This is an optimization exercise on Yosys and OpenROAD, whose aim is small area, not a production implementation.
In this exercise RTL edits were held to simulation tests only and were not proved equivalent to the original.
Power is estimated from default activity; no workload was simulated. The clock port is modelled as an ideal driver; clocking choices that lean on that would not hold on a real chip.

Design dds_spi_slave, start of the top module:
module dds_spi_slave #(
  parameter int unsigned NREG        = 23,
  parameter int unsigned SHORT_LAST  = 10,
  parameter int unsigned SYNC_STAGES = 2
) (
  input  logic              clk,
  input  logic              rst,
  input  logic              SCLK,
  input  logic              CS,
  input  logic              SDIO,
  output logic              SDO,
  input  logic              IO_UPDATE,
  input  logic [ADDR_W-1:0] rd_addr,
  output logic [DATA_W-1:0] rd_data,
  output logic              wr_strobe,
  output logic [ADDR_W-1:0] wr_addr,
  output logic              upd_pulse
);
==> flow/config.mk <==
export PLATFORM = sky130hd
export DESIGN_NAME = dds_spi_slave
export DESIGN_NICKNAME = dds_spi_slave
export VERILOG_FILES = /design/flow/design.v
export SDC_FILE = /design/flow/constraint.sdc
export NUM_CORES = 4
export LEC_CHECK = 0
export CAP_MARGIN = 20
export CORE_MARGIN = 2
export CORE_UTILIZATION = 65
export CTS_CLUSTER_DIAMETER = 100
export CTS_CLUSTER_SIZE = 30
export PLACE_DENSITY = 0.75
export SLEW_MARGIN = 20
export SYNTH_HIERARCHICAL = 1
==> flow/constraint.sdc <==
create_clock -name core_clock -period 5.0 [get_ports {clk}]
set_input_delay 1.0000 -clock core_clock [delete_from_list [all_inputs] [get_ports {clk}]]
set_output_delay 1.0000 -clock core_clock [all_outputs]
set_load 0.01 [all_outputs]
run.sh (not shown) runs the stock make flow with config.mk's settings and CLKGATE_MAP_FILE= SYNTH_SCRIPT=/design/flow/synth_recipe.tcl, a recipe that flattens the netlist after the stock synthesis.
The first run produced a layout that fails on setup timing.
Then changed:
==> flow/flow/run.sh (new file) <==
#!/bin/bash
# The standard layout (the standard.sh, standard synthesis unchanged) with two changes:
# * the port buffers are buf_2 cells instead of the delay-cell buffer the default picks;
# * clock tree synthesis inserts no dummy loads.
# Every ORFS step writes its own log under orfs/logs/; make's output goes to flow_make.log.
set -euo pipefail
export BUFFER_PORTS_ARGS="-buffer_cell sky130_fd_sc_hd__buf_2"
export CTS_ARGS="-sink_clustering_enable -repair_clock_nets -sink_clustering_size 30 -sink_clustering_max_diameter 100 -dont_use_dummy_load"
bash standard.sh finish > flow_make.log 2>&1
==> flow/standard.sh (new file) <==
#!/bin/bash
# synth_recipe.tcl (not shown) runs the flow's synth.tcl, then flattens the netlist and writes it again
# the make line also repeats each setting of config.mk as NAME=value (left out here)
make -C /OpenROAD-flow-scripts/flow DESIGN_CONFIG=/design/flow/config.mk WORK_HOME=/design/flow/orfs CLKGATE_MAP_FILE= SYNTH_SCRIPT=/design/flow/synth_recipe.tcl "${@:-finish}"
removed: flow/run.sh
=>
- The new run passed the timing, design-rule and antenna checks
- total power came out lower by about 0.9%
- first-iteration DRC count increases by 2.9%
- final area is lower by about 0.9%
- flip-flop and latch count is unchanged
- global-route usage goes up by 0.85 points
- worst setup slack gets better by 300 ps
- die area does not change
- clock-buffer cell count went down by 17
- sequential share of layout area rises by 0.73 points

dds_spi_slave, a different RTL version from the one above (not shown whole).
For scale: ~2400 flip-flops, ~83 I/O pins, roughly 83000 µm² of cells after synthesis.
Settings: LEC_CHECK=0, CAP_MARGIN=20, CORE_MARGIN=2, CORE_UTILIZATION=65, CTS_CLUSTER_DIAMETER=110, CTS_CLUSTER_SIZE=33, PLACE_DENSITY=0.75, SLEW_MARGIN=20, SYNTH_HIERARCHICAL=1; clock period 5.0 ns.
standard.sh (not shown) runs the stock make flow with config.mk's settings and CLKGATE_MAP_FILE= SYNTH_SCRIPT=/design/flow/synth_recipe.tcl, a recipe that flattens the netlist after the stock synthesis.
==> flow/flow/run.sh <==
#!/bin/bash
# The standard layout (the standard.sh, standard synthesis unchanged) with two changes:
# * the port buffers are buf_2 cells instead of the delay-cell buffer the default picks;
# * clock tree synthesis inserts no dummy loads.
# Every ORFS step writes its own log under orfs/logs/; make's output goes to flow_make.log.
set -euo pipefail
export BUFFER_PORTS_ARGS="-buffer_cell sky130_fd_sc_hd__buf_2"
export CTS_ARGS="-sink_clustering_enable -repair_clock_nets -sink_clustering_size 33 -sink_clustering_max_diameter 110 -dont_use_dummy_load"
bash standard.sh finish > flow_make.log 2>&1
Rerun with:
==> flow/flow/run.sh (replaced) <==
#!/bin/bash
# The standard layout (the standard.sh, standard synthesis unchanged) with two changes:
# * the port buffers are buf_1 cells instead of the delay-cell buffer the default picks;
# * clock tree synthesis inserts no dummy loads.
# Every ORFS step writes its own log under orfs/logs/; make's output goes to flow_make.log.
set -euo pipefail
export BUFFER_PORTS_ARGS="-buffer_cell sky130_fd_sc_hd__buf_1"
export CTS_ARGS="-sink_clustering_enable -repair_clock_nets -sink_clustering_size 30 -sink_clustering_max_diameter 100 -dont_use_dummy_load"
bash standard.sh finish > flow_make.log 2>&1
- CTS_CLUSTER_DIAMETER: 110 -> 100
- CTS_CLUSTER_SIZE: 33 -> 30
The new run completed with no timing, DRC or antenna violations.
Cell area is about the same.
Wire length is about the same.
Hold slack is better by 130 ps.
Register-to-register slack degrades by 60 ps.
Power goes up by 0.76%.

dds_spi_slave again, from the RTL that the note above started with.
export LEC_CHECK = 0
export CAP_MARGIN = 20
export CORE_MARGIN = 2
export CORE_UTILIZATION = 65
export CTS_CLUSTER_DIAMETER = 90
export CTS_CLUSTER_SIZE = 26
export PLACE_DENSITY = 0.75
export SLEW_MARGIN = 20
export SYNTH_HIERARCHICAL = 1
create_clock -name core_clock -period 5.0 [get_ports {clk}]
==> flow/flow/run.sh <==
#!/bin/bash
# The standard layout (the standard.sh, standard synthesis unchanged) with two changes:
# * the port buffers are buf_2 cells instead of the delay-cell buffer the default picks;
# * clock tree synthesis inserts no dummy loads.
# Every ORFS step writes its own log under orfs/logs/; make's output goes to flow_make.log.
set -euo pipefail
export BUFFER_PORTS_ARGS="-buffer_cell sky130_fd_sc_hd__buf_2"
export CTS_ARGS="-sink_clustering_enable -repair_clock_nets -sink_clustering_size 26 -sink_clustering_max_diameter 90 -dont_use_dummy_load"
bash standard.sh finish > flow_make.log 2>&1
The baseline completed without violations.
Change:
--- a/flow/flow/run.sh
+++ b/flow/flow/run.sh
@@ -7,3 +7,3 @@
 export BUFFER_PORTS_ARGS="-buffer_cell sky130_fd_sc_hd__buf_2"
-export CTS_ARGS="-sink_clustering_enable -repair_clock_nets -sink_clustering_size 26 -sink_clustering_max_diameter 90 -dont_use_dummy_load"
+export CTS_ARGS="-sink_clustering_enable -repair_clock_nets -sink_clustering_size 30 -sink_clustering_max_diameter 100 -dont_use_dummy_load"
 bash standard.sh finish > flow_make.log 2>&1
Settings changed: CTS_CLUSTER_DIAMETER 90 to 100, CTS_CLUSTER_SIZE 26 to 30.
=>
- final cell count hardly moves
- routed wire length is about the same
- worst setup slack hardly moves
- critical path depth does not change
- global-route usage came out lower by 0.17 points
- die area stays the same
- sequential share of layout area came out higher by 0.29 points
- clock-buffer cell count came out lower by 12
- via count came out lower by 0.63%

what the ideal ports hide:
Ports are ideal in the flow. The routed layouts listed here were re-timed in OpenROAD.
Step 1 (the two cells are an assumption about what drives the block):
set clk [get_ports {clk}]
set_driving_cell -lib_cell sky130_fd_sc_hd__clkbuf_16 $clk
set_driving_cell -lib_cell sky130_fd_sc_hd__buf_2 [delete_from_list [all_inputs] $clk]
Step 2 adds t to the input delays and takes it off the output delays; t is the mean of the earliest and latest rising clock arrival at the registers after step 1. Input paths then give back, and output paths get back, about the clock's delay inside the block.
Slacks: no drivers / after step 1 / after step 2; pairs: no drivers / after step 1.
run | t (ns) | setup WS [ns] | hold WS [ns] | worst setup path after step 2 | worst slew at a driven data input, ns
the first run of note 1 | 0.802 | -0.037 / -0.123 / 0.680 | 0.321 / 0.261 / 0.351 | register to output | 0.04
the second run of note 1 | 0.799 | 0.260 / 0.183 / 0.982 | 0.294 / 0.242 / 0.356 | register to output | 0.03
the first run of note 2 | 0.799 | 0.130 / 0.047 / 0.846 | 0.212 / 0.151 / 0.360 | register to output | 0.04
the second run of note 2 | 0.787 | 0.192 / 0.115 / 0.902 | 0.345 / 0.291 / 0.360 | register to output | 0.04
the first run of note 3 | 0.827 | 0.135 / 0.063 / 0.890 | 0.192 / 0.142 / 0.350 | register to output | 0.04
the second run of note 3 | 0.778 | 0.138 / 0.066 / 0.844 | 0.250 / 0.200 / 0.354 | register to output | 0.04
